From an optimization exercise on the open Yosys and OpenROAD flow, aimed at small area and a short achievable clock period; shortcuts taken in it are not production practice. RTL that was checked went through simulation tests only; none was proved equivalent to the original. Function not checked in runs 2 and 3: the RTL went through the layout flow alone.

$ cat flow/config.mk
export PLATFORM = sky130hd
export DESIGN_NAME = csd_mult_bank
export DESIGN_NICKNAME = csd_mult_bank
export VERILOG_FILES = /design/flow/design.v
export SDC_FILE = /design/flow/constraint.sdc
export NUM_CORES = 4
export LEC_CHECK = 0
export CAP_MARGIN = 20
export CORE_MARGIN = 2
export CORE_UTILIZATION = 40
export SLEW_MARGIN = 20
$ cat flow/constraint.sdc
create_clock -name core_clock -period 5.0 [get_ports {clk}]
set_input_delay 1.0000 -clock core_clock [delete_from_list [all_inputs] [get_ports {clk}]]
set_output_delay 1.0000 -clock core_clock [all_outputs]
set_load 0.01 [all_outputs]
$ cat flow/design.v
`timescale 1ns/1ps
`default_nettype none
module csd_input_stage #(
    parameter int SAMPLE_W = 16,
    parameter int TERM_W   = 32
) (
    input  wire logic                clk,
    input  wire logic                rst_n,
    input  wire logic [SAMPLE_W-1:0] x,
    input  wire logic                x_valid,
    output logic      [TERM_W-1:0]   x_ext,
    output logic                     x_ext_valid
);
    logic [TERM_W-1:0] x_sext;
    assign x_sext = {{(TERM_W-SAMPLE_W){x[SAMPLE_W-1]}}, x};
    always_ff @(posedge clk) begin
        if (x_valid) begin
            x_ext <= x_sext;  
        end
    end
    always_ff @(posedge clk) begin
        if (!rst_n) begin
            x_ext_valid <= 1'b0;
        end else begin
            x_ext_valid <= x_valid;
        end
    end
endmodule
`default_nettype wire
`timescale 1ns/1ps
`default_nettype none
module csd_tap #(
    parameter int TERM_W     = 32,
    parameter int MAX_DIGITS = 5,
    parameter logic [MAX_DIGITS*5-1:0] SHIFT = '0,
    parameter logic [MAX_DIGITS-1:0]   NEG   = '0,
    parameter logic [MAX_DIGITS-1:0]   USED  = '0
) (
    input  wire logic              clk,
    input  wire logic              rst_n,
    input  wire logic [TERM_W-1:0] x_ext,
    input  wire logic              x_ext_valid,
    output logic      [TERM_W-1:0] cs_sum,
    output logic      [TERM_W-1:0] cs_carry,
    output logic                   tree_valid
);
    function automatic [TERM_W-1:0] csa_sum(
        input [TERM_W-1:0] a,
        input [TERM_W-1:0] b,
        input [TERM_W-1:0] c
    );
        csa_sum = a ^ b ^ c;
    endfunction
    function automatic [TERM_W-1:0] csa_carry(
        input [TERM_W-1:0] a,
        input [TERM_W-1:0] b,
        input [TERM_W-1:0] c
    );
        csa_carry = (a & b) | (b & c) | (a & c);
    endfunction
    logic [MAX_DIGITS-1:0][TERM_W-1:0] term;
    for (genvar i = 0; i < MAX_DIGITS; i++) begin : g_term
        logic [TERM_W-1:0] shifted;
        assign shifted = x_ext << SHIFT[i*5 +: 5];
        assign term[i] = !USED[i] ? '0 :
                         NEG[i]   ? -shifted : shifted;
    end
    logic [TERM_W-1:0] s1;
    logic [TERM_W-1:0] c1;
    logic [TERM_W-1:0] s2;
    logic [TERM_W-1:0] c2;
    logic [TERM_W-1:0] s3;
    logic [TERM_W-1:0] c3;
    logic [TERM_W-1:0] s4;
    logic [TERM_W-1:0] c4;
    assign s1 = csa_sum(term[0], term[1], term[2]);
    assign c1 = csa_carry(term[0], term[1], term[2]);
    assign s2 = csa_sum(term[3], term[4], '0);
    assign c2 = csa_carry(term[3], term[4], '0);
    assign s3 = csa_sum(s1, s2, c1 << 1);
    assign c3 = csa_carry(s1, s2, c1 << 1);
    assign s4 = csa_sum(s3, c2 << 1, c3 << 1);
    assign c4 = csa_carry(s3, c2 << 1, c3 << 1);
    always_ff @(posedge clk) begin
        if (x_ext_valid) begin
            cs_sum   <= s4;
            cs_carry <= c4;  
        end
    end
    always_ff @(posedge clk) begin
        if (!rst_n) begin
            tree_valid <= 1'b0;
        end else begin
            tree_valid <= x_ext_valid;
        end
    end
endmodule
`default_nettype wire
`timescale 1ns/1ps
`default_nettype none
module csd_output_stage #(
    parameter int NUM_TAPS = 4,
    parameter int TERM_W   = 32
) (
    input  wire logic                             clk,
    input  wire logic                             rst_n,
    input  wire logic [NUM_TAPS-1:0][TERM_W-1:0]  cs_sum,
    input  wire logic [NUM_TAPS-1:0][TERM_W-1:0]  cs_carry,
    input  wire logic                             tree_valid,
    output logic      [NUM_TAPS-1:0][TERM_W-1:0]  y,
    output logic                                  y_valid
);
    logic [NUM_TAPS-1:0][TERM_W-1:0] product;
    always_comb begin
        for (int t = 0; t < NUM_TAPS; t++) begin
            product[t] = cs_sum[t] + (cs_carry[t] << 1);
        end
    end
    always_ff @(posedge clk) begin
        if (!rst_n) begin
            for (int t = 0; t < NUM_TAPS; t++) begin
                y[t] <= '0;
            end
        end else if (tree_valid) begin
            for (int t = 0; t < NUM_TAPS; t++) begin
                y[t] <= product[t];
            end
        end
    end
    always_ff @(posedge clk) begin
        if (!rst_n) begin
            y_valid <= 1'b0;
        end else begin
            y_valid <= tree_valid;
        end
    end
endmodule
`default_nettype wire
`timescale 1ns/1ps
`default_nettype none
module csd_mult_bank (
    input  wire logic        clk,
    input  wire logic        rst_n,
    input  wire logic [15:0] x,
    input  wire logic        x_valid,
    output logic      [31:0] y0,
    output logic      [31:0] y1,
    output logic      [31:0] y2,
    output logic      [31:0] y3,
    output logic             y_valid
);
    localparam int SAMPLE_W = 16;
    localparam int TERM_W = 32;
    localparam int NUM_TAPS   = 4;
    localparam int MAX_DIGITS = 5;  
    localparam logic [NUM_TAPS*MAX_DIGITS*5-1:0] CSD_SHIFT = {
        {5'd0, 5'd0, 5'd4, 5'd7, 5'd9},
        {5'd0, 5'd2, 5'd6, 5'd8, 5'd10},
        {5'd0, 5'd0, 5'd1, 5'd4, 5'd7},
        {5'd0, 5'd2, 5'd6, 5'd8, 5'd10}
    };
    localparam logic [NUM_TAPS*MAX_DIGITS-1:0] CSD_NEG = {
        5'b01110,
        5'b00100,
        5'b00111,
        5'b01101
    };
    localparam logic [NUM_TAPS*MAX_DIGITS-1:0] CSD_USED = {
        5'b01111,
        5'b11111,
        5'b00111,
        5'b11111
    };
    logic [TERM_W-1:0] x_ext;
    logic              x_ext_valid;
    logic [NUM_TAPS-1:0][TERM_W-1:0] cs_sum;
    logic [NUM_TAPS-1:0][TERM_W-1:0] cs_carry;
    logic [NUM_TAPS-1:0]             tap_valid;  
    logic [NUM_TAPS-1:0][TERM_W-1:0] y;
    csd_input_stage #(
        .SAMPLE_W (SAMPLE_W),
        .TERM_W   (TERM_W)
    ) csd_input_stage_i (
        .clk         (clk),
        .rst_n       (rst_n),
        .x           (x),
        .x_valid     (x_valid),
        .x_ext       (x_ext),
        .x_ext_valid (x_ext_valid)
    );
    for (genvar t = 0; t < NUM_TAPS; t++) begin : g_tap
        csd_tap #(
            .TERM_W     (TERM_W),
            .MAX_DIGITS (MAX_DIGITS),
            .SHIFT      (CSD_SHIFT[t*MAX_DIGITS*5 +: MAX_DIGITS*5]),
            .NEG        (CSD_NEG[t*MAX_DIGITS +: MAX_DIGITS]),
            .USED       (CSD_USED[t*MAX_DIGITS +: MAX_DIGITS])
        ) csd_tap_i (
            .clk         (clk),
            .rst_n       (rst_n),
            .x_ext       (x_ext),
            .x_ext_valid (x_ext_valid),
            .cs_sum      (cs_sum[t]),
            .cs_carry    (cs_carry[t]),
            .tree_valid  (tap_valid[t])
        );
    end
    csd_output_stage #(
        .NUM_TAPS (NUM_TAPS),
        .TERM_W   (TERM_W)
    ) csd_output_stage_i (
        .clk        (clk),
        .rst_n      (rst_n),
        .cs_sum     (cs_sum),
        .cs_carry   (cs_carry),
        .tree_valid (tap_valid[0]),
        .y          (y),
        .y_valid    (y_valid)
    );
    assign y0 = y[0];
    assign y1 = y[1];
    assign y2 = y[2];
    assign y3 = y[3];
endmodule
`default_nettype wire
$ cat flow/run.sh
#!/bin/bash
# synth_recipe.tcl (not shown) runs the flow's synth.tcl, then flattens the netlist and writes it again
# the make line also repeats each setting of config.mk as NAME=value (left out here)
make -C /OpenROAD-flow-scripts/flow DESIGN_CONFIG=/design/flow/config.mk WORK_HOME=/design/flow/orfs CLKGATE_MAP_FILE= SYNTH_SCRIPT=/design/flow/synth_recipe.tcl finish
==> impl_metrics.tcl, run 1 <==
set metrics [dict create \
    initial_utilization_pct 40.6 \
    via_count 16223 \
    tns_ns 0 \
    die_width_um 249 \
    critical_path.endpoint_type "register" \
    dieArea_mm2 0.0620 \
    core_region_area_mm2 0.0592 \
    placement.setup.worst_slack_ns 0.578 \
    setup_violations 0 \
    placementRows 89 \
    post-route-worst-setup-slack_ns 0.562 \
    port_buffers 146 \
    rsz0062_at_grt "no" \
    cts.repair.resized 0 \
    clock_tree.htree_level_count 2 \
    synth_sequential_area_ratio_pct 40.6 \
    post_synth_num_cell_types 87 \
    grt_max_degree 112 \
    r2r_start "csd_input_stage_i.x_ext[7]$_DFFE_PP_" \
    post-route-cell-area_mm2 0.0281 \
    cts.sinks 366 \
    cts_setup_buffers 0 \
    drt-wirelength-per-cell_um 20.9 \
    critical_path.startpoint_type "register" \
    globalRouteTotalUtil_pct 20.9 \
    worstPathCellList "nor3_2 > and3_1 > and4_1 > nand2_1 > inv_1 > nand2_1 > ha_1 > xor2_1 > xnor2_1 > fa_1 > fa_1" \
    mappedNetlistArea_mm2 0.0240 \
    layout_min_cycle_time_ns 4.44 \
    asyncSetResetFlopFracSynth_pct 0 \
    synth_seq_cells 366 \
    worst-endpoint-arrival_ns 4.73 \
    drive_above_1_share_pct 7.13 \
    num-fill-cells 5437 \
    synth.avg_cell_area_um2 11.4 \
    io-pin-count 148 \
    critPathBufInv 1 \
    final.setup_skew_ns 0.0289 \
    cap_violations 0 \
    cts_tree "done" \
    final_cell_count_no_fill 3087 \
    max_freq_ghz 0.225 \
    place.detailed.hpwl_um 49500 \
    drt_pre_antenna_iters 7 \
    worst_path_dominant_cell_family "adder cells" \
    grt_pass1_vias 16931 \
    routed_via_density 5.26 \
    final_min_period_over_clock_period_pct 88.8 \
    critical_path_origin "csd_input_stage_i.x_ext[7]$_DFFE_PP_" \
    cts_root_buffer "clkbuf_16" \
    postRouteWirelength_um 64600 \
    rr_endpoint "g_tap[0].csd_tap_i.cs_sum[26]$_DFFE_PP_" \
    clk_latency_ns 0.59 \
    path_clk_slew_ns 0.06 \
    reg2regPathDepth 11 \
    timing.critical_path.fanout_max 8 \
    synth_most_common_cell "ha_1" \
    cell_type_with_the_highest_aggregate_area_in_the_netlist "edfxtp_1" \
    cts-root-to-sink-buffers 3 \
    finalHoldViolCount 0 \
    nets 2709 \
    ys_dominant_reg_cell "edfxtp_1" \
    synth.yosys.warnings 6 \
    crit_cells 11 \
    setup.worst_path.class "reg -> reg" \
    gr-total-overflow 0 \
    crit_path_end "g_tap[0].csd_tap_i.cs_sum[26]$_DFFE_PP_" \
    drtAntennaViolNets 0 \
    area_of_combinational_cells_with_multiple_inputs_mm2 0.0132 \
    postSynthCellCount 2108 \
    synth_nets 2539 \
    synth_enable_flop_cells 243 \
    layout-area-overhead-vs-synth_pct 17.0 \
    register_area_mm2 0.00977 \
    synth_area_leaders "edfxtp_1, ha_1, dfxtp_1, fa_1, xnor2_1" \
    place.detailed.instances 3004 \
    final_core_utilization_pct 47.5 \
    hold-worst-slack_ns 0.450 \
    synth.cells.most_frequent "ha_1, edfxtp_1, inv_1" \
    hold_path.class "reg -> reg" \
    critical_path_required_ns 5.30 \
    cts_buffers 45 \
    antenna-diode-count 0 \
    timing.critical_path.slowest_stage_cell "edfxtp_1" \
    initialDrtViolationCount 851 \
    outcome "finished clean" \
    placement.cell_area_mm2 0.0265 \
    slew_viol_final 0 \
    netlist.area_leader.share_pct 30.4 \
    global_route_wire_length_before_repair_um 100000 \
    drt_drc_violations_left 0 \
    maxSlewHeadroom_pct 34.3 \
    grt_antenna_before_repair 2 \
    worstMarginPinSlew_ns 0.985 \
    die_height_um 249 \
    critPathMaxStageDelay_ns 0.62 \
    post_cts_hold_buffer_count 0 \
    globalplace.congestion 0.867 \
    worst_reg_to_reg_setup_slack_ns 0.56 \
]
## worst register-to-register path, delay by kind of cell, from the launching register on
family / cells / cell delay (ns)
flip-flops: 1 / 0.62
adder cells (fa/ha/maj): 3 / 1.47
buffers and inverters: 1 / 0.18
AND/OR/NAND/NOR: 5 / 1.37
XOR/XNOR: 2 / 0.50
## layer usage
metal | share of wire [%] | up-vias | track usage [%]
met5 | 0 | - | 0
met1 | 46 | 7987 | 28.8
met3 | 4.3 | 94 | 2.69
li1 | - | 7768 | -
met4 | 2.8 | 0 | 6.47
met2 | 46 | 374 | 34.5
## cell families after synthesis
kind of cell             Yosys count  share of synthesized area, %
XOR/XNOR                         209                          7.82
buffers and inverters            266                          4.31
flip-flops                       366                          40.6
AO/OA/AOI/OAI                    396                          11.0
multiplexers                      62                          2.59
adder cells (fa/ha/maj)          421                          25.6
AND/OR/NAND/NOR                  387                          8.10
other                              1                        0.0156
## worst min-delay path by stage
stage                     cells after the start  slack, ns                                   start                                endpoint
after global placement                        2       0.44   csd_output_stage_i.y[91]$_SDFFE_PN0P_   csd_output_stage_i.y[91]$_SDFFE_PN0P_
after floorplan                               2       0.47  csd_output_stage_i.y[125]$_SDFFE_PN0P_  csd_output_stage_i.y[125]$_SDFFE_PN0P_
after CTS                                     2       0.46  csd_output_stage_i.y[124]$_SDFFE_PN0P_  csd_output_stage_i.y[124]$_SDFFE_PN0P_
after global routing                          2       0.46   csd_output_stage_i.y[83]$_SDFFE_PN0P_   csd_output_stage_i.y[83]$_SDFFE_PN0P_
after detailed placement                      2       0.45   csd_output_stage_i.y[55]$_SDFFE_PN0P_   csd_output_stage_i.y[55]$_SDFFE_PN0P_
final                                         2       0.45   csd_output_stage_i.y[89]$_SDFFE_PN0P_   csd_output_stage_i.y[89]$_SDFFE_PN0P_
## final cells by class
type                    instances  area share [%]
clock inverters                24            1.21
multi-input cells            1476            47.1
clock buffers                  59            4.45
flip-flops and latches        366            34.7
inverters                     198            2.64
repair buffers                191            6.44
well taps                     773            3.44
## registers in the layout, summed over array words and instances (netlist names)
signal                         cells
csd_output_stage_i.y             120
g_tap.csd_tap_i.cs_sum           120
csd_input_stage_i.x_ext           16
g_tap.csd_tap_i.tree_valid         1
g_tap.csd_tap_i.cs_carry         107
csd_input_stage_i.x_ext_valid      1
csd_output_stage_i.y_valid         1
## cell usage in the layout (no fill, tap or decap), types with 45 or more instances in the layout
master / count
nor2b_1: 66
clkbuf_16: 46
inv_1: 192
a21oi_1: 88
nand2_1: 134
o21ai_0: 100
ha_1: 293
xor2_1: 69
xnor2_1: 135
edfxtp_1: 243
clkdlybuf4s50_1: 145
dfxtp_1: 121
a21o_1: 51
buf_4: 45
fa_1: 119
mux2i_1: 60
nor2_1: 69
==> run 2, diff against run 1 <==
==> flow/design.v (replaced) <==
`timescale 1ns/1ps
`default_nettype none
module csd_mult_bank (
    input  wire logic        clk,
    input  wire logic        rst_n,
    input  wire logic [15:0] x,
    input  wire logic        x_valid,
    output logic      [31:0] y0,
    output logic      [31:0] y1,
    output logic      [31:0] y2,
    output logic      [31:0] y3,
    output logic             y_valid
);
    logic signed [15:0] x_r;
    always_ff @(posedge clk) begin
        x_r <= x;
    end
    always_ff @(posedge clk) begin
        if (!rst_n) y_valid <= 1'b0;
        else        y_valid <= x_valid;
    end
    assign y0 = 32'(x_r * -835);
    assign y1 = 32'(x_r * -146);
    assign y2 = 32'(x_r * 1221);
    assign y3 = 32'(x_r * 367);
endmodule
`default_nettype wire
==> impl_metrics.tcl, run 2 <==
set metrics [dict create \
    outcome "failed layout checks" \
    violated_checks "setup timing" \
    reg_top3 "x_r x16, y_valid x1" \
    critical_path_required_ns 4.00 \
    finalHoldViolCount 0 \
    timing.critical_path.slowest_stage_cell "fa_2" \
    cts_root_buffer "clkbuf_16" \
    io-pin-count 148 \
    globalplace.congestion 0.932 \
    critical_path.endpoint_type "output pin" \
    cts-root-to-sink-buffers 2 \
    place.detailed.hpwl_um 39100 \
    worst_path_dominant_cell_family "adder cells" \
    ys_dominant_reg_cell "dfxtp_1" \
    routed_via_density 4.88 \
    setup_violations 88 \
    synth_area_leaders "fa_1, ha_1, inv_1, xnor2_1, a21oi_1" \
    hold_path.class "in -> reg" \
    initialDrtViolationCount 475 \
    drive_above_1_share_pct 49.6 \
    grt_antenna_before_repair 1 \
    nets 2766 \
    placement.setup.worst_slack_ns -1.38 \
    synth.avg_cell_area_um2 8.76 \
    critPathMaxStageDelay_ns 0.55 \
    mappedNetlistArea_mm2 0.0138 \
    postSynthCellCount 1579 \
    asyncSetResetFlopFracSynth_pct 0 \
    timing.critical_path.fanout_max 3 \
    globalRouteTotalUtil_pct 26.4 \
    drt-wirelength-per-cell_um 18.0 \
    synth.cells.most_frequent "inv_1, ha_1, fa_1" \
    initial_utilization_pct 40.3 \
    grt_pass1_vias 14349 \
    maxSlewHeadroom_pct 66.8 \
    via_count 13200 \
    final_core_utilization_pct 66.9 \
    synth_nets 2096 \
    path_clk_slew_ns 0.07 \
    largest_register_ffs 16 \
    synth_most_common_cell "inv_1" \
    critPathBufInv 7 \
    global_route_wire_length_before_repair_um 74100 \
    cpMostUsedCell "fa_1" \
    postRouteWirelength_um 48700 \
    drtAntennaViolNets 0 \
    worst-endpoint-arrival_ns 5.13 \
    critical_path.startpoint_type "register" \
    netlist.area_leader.share_pct 32.1 \
    dieArea_mm2 0.0361 \
    core_region_area_mm2 0.0343 \
    rsz0062_at_grt "yes" \
    clock_tree.htree_level_count 1 \
    layout-area-overhead-vs-synth_pct 65.9 \
    worstPathCellList "clkinvlp_4 > fa_2 > inv_2 > fa_1 > fa_2 > fa_1 > inv_1 > fa_1 > inv_2 > ha_4 > a21oi_4 > o211ai_1 > a21bo_2 > a31o_2 > a41oi_2 > xnor2_2 > buf_4 > buf_6 > buf_6" \
    drt_drc_violations_left 0 \
    synth.yosys.warnings 1 \
    die_height_um 190 \
    grt_max_degree 17 \
    synth_enable_flop_cells 0 \
    setup.worst_path.class "reg -> out" \
    worstMarginPinSlew_ns 0.494 \
    final_min_period_over_clock_period_pct 123 \
    placementRows 68 \
    port_buffers 146 \
    final_cell_mix "buf_4, inv_1, fa_1, ha_1, buf_6" \
    max_freq_ghz 0.163 \
    post-route-worst-setup-slack_ns -1.13 \
    drt_pre_antenna_iters 5 \
    synth_sequential_area_ratio_pct 2.46 \
    cell_type_with_the_highest_aggregate_area_in_the_netlist "fa_1" \
    cts.sinks 17 \
    antenna-diode-count 0 \
    post_cts_hold_buffer_count 0 \
    gr-total-overflow 0 \
    cts_tree "done" \
    die_width_um 190 \
    layout_min_cycle_time_ns 6.13 \
    synth_seq_cells 17 \
    cap_violations 0 \
    post_synth_num_cell_types 74 \
    cts_buffers 3 \
    layout.cells.most_common "buf_4" \
    regMostFlops "x_r" \
    slew_viol_final 0 \
]
-- run 2: cell types whose count changed in the layout (fill, tap and decap cells not counted), sizes merged, moves of 33 or more --
| cell | previous run | this run |
|---|---|---|
| buf | 46 | 661 |
| inv | 196 | 454 |
| edfxtp | 243 | 0 |
| dfxtp | 123 | 17 |
| fa | 119 | 222 |
| clkdlybuf4s50 | 145 | 45 |
| xnor2 | 139 | 61 |
| o21ai | 112 | 42 |
| nand2 | 136 | 69 |
| nor2b | 67 | 6 |
| mux2i | 60 | 2 |
| clkbuf | 59 | 5 |
| xor2 | 70 | 37 |
-- run 2: final timing paths --
check	from	endpoint	slack, ns	cells past startpoint
setup / recovery	x_r[15]$_DFF_P_	y3[25]	-1.13	19
hold / removal	x[15]	x_r[15]$_DFF_P_	1.17	1
-- run 2: cell type report --
cell class,instances,area (µm²)
fill,2667,11300
multi-input combinational,1057,14300
inverter,455,1750
timing repair buffer,715,5870
tap,455,569
sequential,17,398
clock buffer,3,75.1
clock inverter,1,5.00
-- run 2: logic make-up after synthesis --
logic type	synth area share, %
buffers and inverters	14.6
adder cells (fa/ha/maj)	57.1
AO/OA/AOI/OAI	12.0
AND/OR/NAND/NOR	7.48
XOR/XNOR	6.21
flip-flops	2.46
multiplexers	0.145
other	0.0271
-- run 2: through the flow --
step / setup TNS [ns] / instance area [µm²] / std cells / hold slack (ns)
after CTS: -63.83 / 21700 / 2660 / 1.17
after detailed placement: -85.05 / 19600 / 2570 / 1.45
after floorplan: -34.24 / 14600 / 1579 / 1.03
final: -66.52 / 22900 / 2703 / 1.17
after global routing: -79.01 / 22900 / 2703 / 1.17
after global placement: -82.82 / 19600 / 2570 / 1.44
-- run 2: metal layers --
layer  track usage, %  share of wire, %
met1             32.1                41
met3             2.80               3.4
met5                0                 0
met2             48.7                51
met4             8.26               3.9
-- run 2: what timing repair did --
item                                    CTS  global route
pin swaps                               199           163
resized for setup                       702           237
endpoints found under the hold margin     0             0
buffers inserted                         97            54
endpoints found under the setup margin  100            98
==> run 3, diff against run 2 <==
--- a/flow/design.v
+++ b/flow/design.v
@@ -11,7 +11,7 @@
     output logic      [31:0] y3,
     output logic             y_valid
 );
-    logic signed [15:0] x_r;
+    logic [15:0] x_r;
     always_ff @(posedge clk) begin
         x_r <= x;
     end
@@ -19,9 +19,11 @@
         if (!rst_n) y_valid <= 1'b0;
         else        y_valid <= x_valid;
     end
-    assign y0 = 32'(x_r * -835);
-    assign y1 = 32'(x_r * -146);
-    assign y2 = 32'(x_r * 1221);
-    assign y3 = 32'(x_r * 367);
+    logic signed [31:0] xs;
+    assign xs = {{16{x_r[15]}}, x_r};
+    assign y0 = -(xs <<< 10) + (xs <<< 8) - (xs <<< 6) - (xs <<< 2) + xs;
+    assign y1 = -(xs <<< 7) - (xs <<< 4) - (xs <<< 1);
+    assign y2 = (xs <<< 10) + (xs <<< 8) - (xs <<< 6) + (xs <<< 2) + xs;
+    assign y3 = (xs <<< 9) - (xs <<< 7) - (xs <<< 4) - xs;
 endmodule
 `default_nettype wire
==> impl_metrics.tcl, run 3 <==
set metrics [dict create \
    rsz0062_at_grt "yes" \
    timing.critical_path.fanout_max 5 \
    synth_most_common_cell "ha_1" \
    via_count 9095 \
    timing.critical_path.slowest_stage_cell "fa_1" \
    ys_dominant_reg_cell "dfxtp_1" \
    gr-total-overflow 0 \
    cts_tree "done" \
    cts.sinks 17 \
    post-route-cell-area_mm2 0.0146 \
    max_freq_ghz 0.190 \
    core_region_area_mm2 0.0226 \
    drt_pre_antenna_iters 5 \
    clock_tree.htree_level_count 1 \
    die_height_um 156 \
    globalplace.congestion 0.899 \
    synth.avg_cell_area_um2 8.84 \
    cts_root_buffer "clkbuf_16" \
    cpMostUsedCell "fa_1" \
    global_route_wire_length_before_repair_um 45500 \
    num-fill-cells 1864 \
    place.detailed.instances 1681 \
    layout-area-overhead-vs-synth_pct 58.7 \
    hold-worst-slack_ns 1.17 \
    initialDrtViolationCount 335 \
    drtAntennaViolNets 0 \
    routed_via_density 5.17 \
    grt_pass1_vias 9020 \
    post_cts_hold_buffer_count 0 \
    postSynthCellCount 1040 \
    setup_violations 44 \
    globalRouteTotalUtil_pct 23.1 \
    drt-wirelength-per-cell_um 16.5 \
    area_of_combinational_cells_with_multiple_inputs_mm2 0.00934 \
    final_cell_count_no_fill 1758 \
    violated_checks "setup timing" \
    postRouteWirelength_um 29100 \
    setup.worst_path.class "reg -> out" \
    layout_min_cycle_time_ns 5.27 \
    placement.setup.worst_slack_ns -0.514 \
    synth.cells.most_frequent "ha_1, inv_1, fa_1" \
    final_core_utilization_pct 64.7 \
    post-route-worst-setup-slack_ns -0.270 \
    cell_type_with_the_highest_aggregate_area_in_the_netlist "fa_1" \
    grt_max_degree 17 \
    final_min_period_over_clock_period_pct 105 \
    synth.yosys.warnings 1 \
    finalHoldViolCount 0 \
    io-pin-count 148 \
    critPathMaxStageDelay_ns 0.58 \
    outcome "failed layout checks" \
    layout.cells.most_common "buf_4" \
    critical_path.endpoint_type "output pin" \
    reg_top3 "x_r x16, y_valid x1" \
    place.detailed.hpwl_um 22700 \
    register_area_um2 392 \
    cap_violations 0 \
    synth_nets 1357 \
    worst-endpoint-arrival_ns 4.27 \
    nets 1791 \
    drt_drc_violations_left 0 \
    synth_enable_flop_cells 0 \
    critical_path.startpoint_type "register" \
    initial_utilization_pct 40.7 \
    slew_viol_final 0 \
    cts-root-to-sink-buffers 2 \
    hold_path.class "in -> reg" \
    path_clk_slew_ns 0.06 \
    worstMarginPinSlew_ns 0.518 \
    grt_antenna_before_repair 0 \
    final_cell_mix "buf_4, ha_1, inv_1, fa_1, clkdlybuf4s50_1" \
    placement.cell_area_mm2 0.0128 \
    drive_above_1_share_pct 40.0 \
    die_width_um 156 \
    worstPathCellList "clkinvlp_4 > fa_1 > fa_1 > fa_1 > ha_4 > buf_4 > nand2_1 > o21ai_2 > a31oi_4 > a31oi_4 > o41a_1 > a21o_1 > a211oi_4 > buf_2" \
    netlist.area_leader.share_pct 25.9 \
    placementRows 55 \
    critical_path_required_ns 4.00 \
    dieArea_mm2 0.0242 \
    synth_seq_cells 17 \
    asyncSetResetFlopFracSynth_pct 0 \
    antenna-diode-count 0 \
    maxSlewHeadroom_pct 65.2 \
    largest_register_ffs 16 \
    post_synth_num_cell_types 69 \
    mappedNetlistArea_mm2 0.00920 \
    cts_buffers 3 \
    regMostFlops "x_r" \
    synth_area_leaders "fa_1, ha_1, inv_1, xnor2_1, a21oi_1" \
    port_buffers 146 \
    synth_sequential_area_ratio_pct 3.70 \
    tns_ns -6.56 \
]
## run 3: changes by cell type after synthesis, moves of 13 or more
cell / delta
ha_1: -97
nand2_1: -25
inv_1: -303
fa_1: -103
o21ai_0: +13
o21ai_1: -13
xor2_1: -14
buf_4: -15
## run 3: kinds of logic after synthesis
group,share of synthesized area (%)
other,0.0408
and+or+nand+nor,10.4
muxes,0.109
adders and majority gates,50.3
buffers and inverters,8.24
xor gates and xnor gates,8.10
AOI/OAI and AO/OA,19.1
DFF,3.70
## run 3: what timing repair did
action / CTS / global route
gates resized for setup: 324 / 180
buffers inserted: 39 / 42
hold endpoints to repair: 0 / 0
pin swaps: 97 / 88
setup endpoints to repair: 75 / 78
## run 3: final timing paths
check,slack (ns),cells past startpoint,end,from
hold / removal,1.17,1,x_r[15]$_DFF_P_,x[15]
setup / recovery,-0.27,14,y2[29],x_r[6]$_DFF_P_
## run 3: layout make-up
class                           count  area share [%]
Multi-Input combinational cell    838            64.0
Timing Repair Buffer              461            26.0
Inverter                          153            4.32
Sequential cell                    17            2.68
Tap cell                          285            2.44
Clock buffer                        3           0.514
Clock inverter                      1          0.0514
## run 3: worst max-delay path, delay by kind of cell, from the launching register on
kind	cells	cell delay (ns)
buffers and inverters	3	0.46
AO/OA/AOI/OAI	6	1.28
AND/OR/NAND/NOR	1	0.07
adder cells (fa/ha/maj)	4	1.82
flip-flops	1	0.36
## run 3: layer usage
metal	global-route usage, %	wire, µm	vias up	share of wire [%]
met5	0	0	-	0
met4	1.62	140	0	0.48
met3	2.36	1190	14	4.1
met2	40.8	14700	185	50
met1	32.0	13100	4477	45
li1	-	-	4419	-

-- re-timing with driven ports --
The results above use ideal ports. As a check the final layouts listed here were re-extracted and re-timed, cells and wires unchanged.
Step 1 assumes that a clkbuf_16 drives the clock port and a buf_2 every other input.
Step 2 adds t to the input delays and takes it off the output delays; t is the mean of the earliest and latest rising clock arrival at the registers after step 1. Input paths then give back, and output paths get back, about the clock's delay inside the block.
a / b / c = no drivers / after step 1 / after step 2; a / b = the first two.
run | shift t [ns] | setup WS [ns] | hold WS [ns] | worst setup path at the end | worst slew at a driven data input, ns
run 1 | 0.627 | 0.562 / 0.562 / 0.562 | 0.450 / 0.450 / 0.450 | register to register | 0.04
run 2 | 0.303 | -1.129 / -1.170 / -0.867 | 1.167 / 1.146 / 1.449 | register to output | 0.04
run 3 | 0.288 | -0.270 / -0.303 / -0.015 | 1.170 / 1.158 / 1.447 | register to output | 0.05
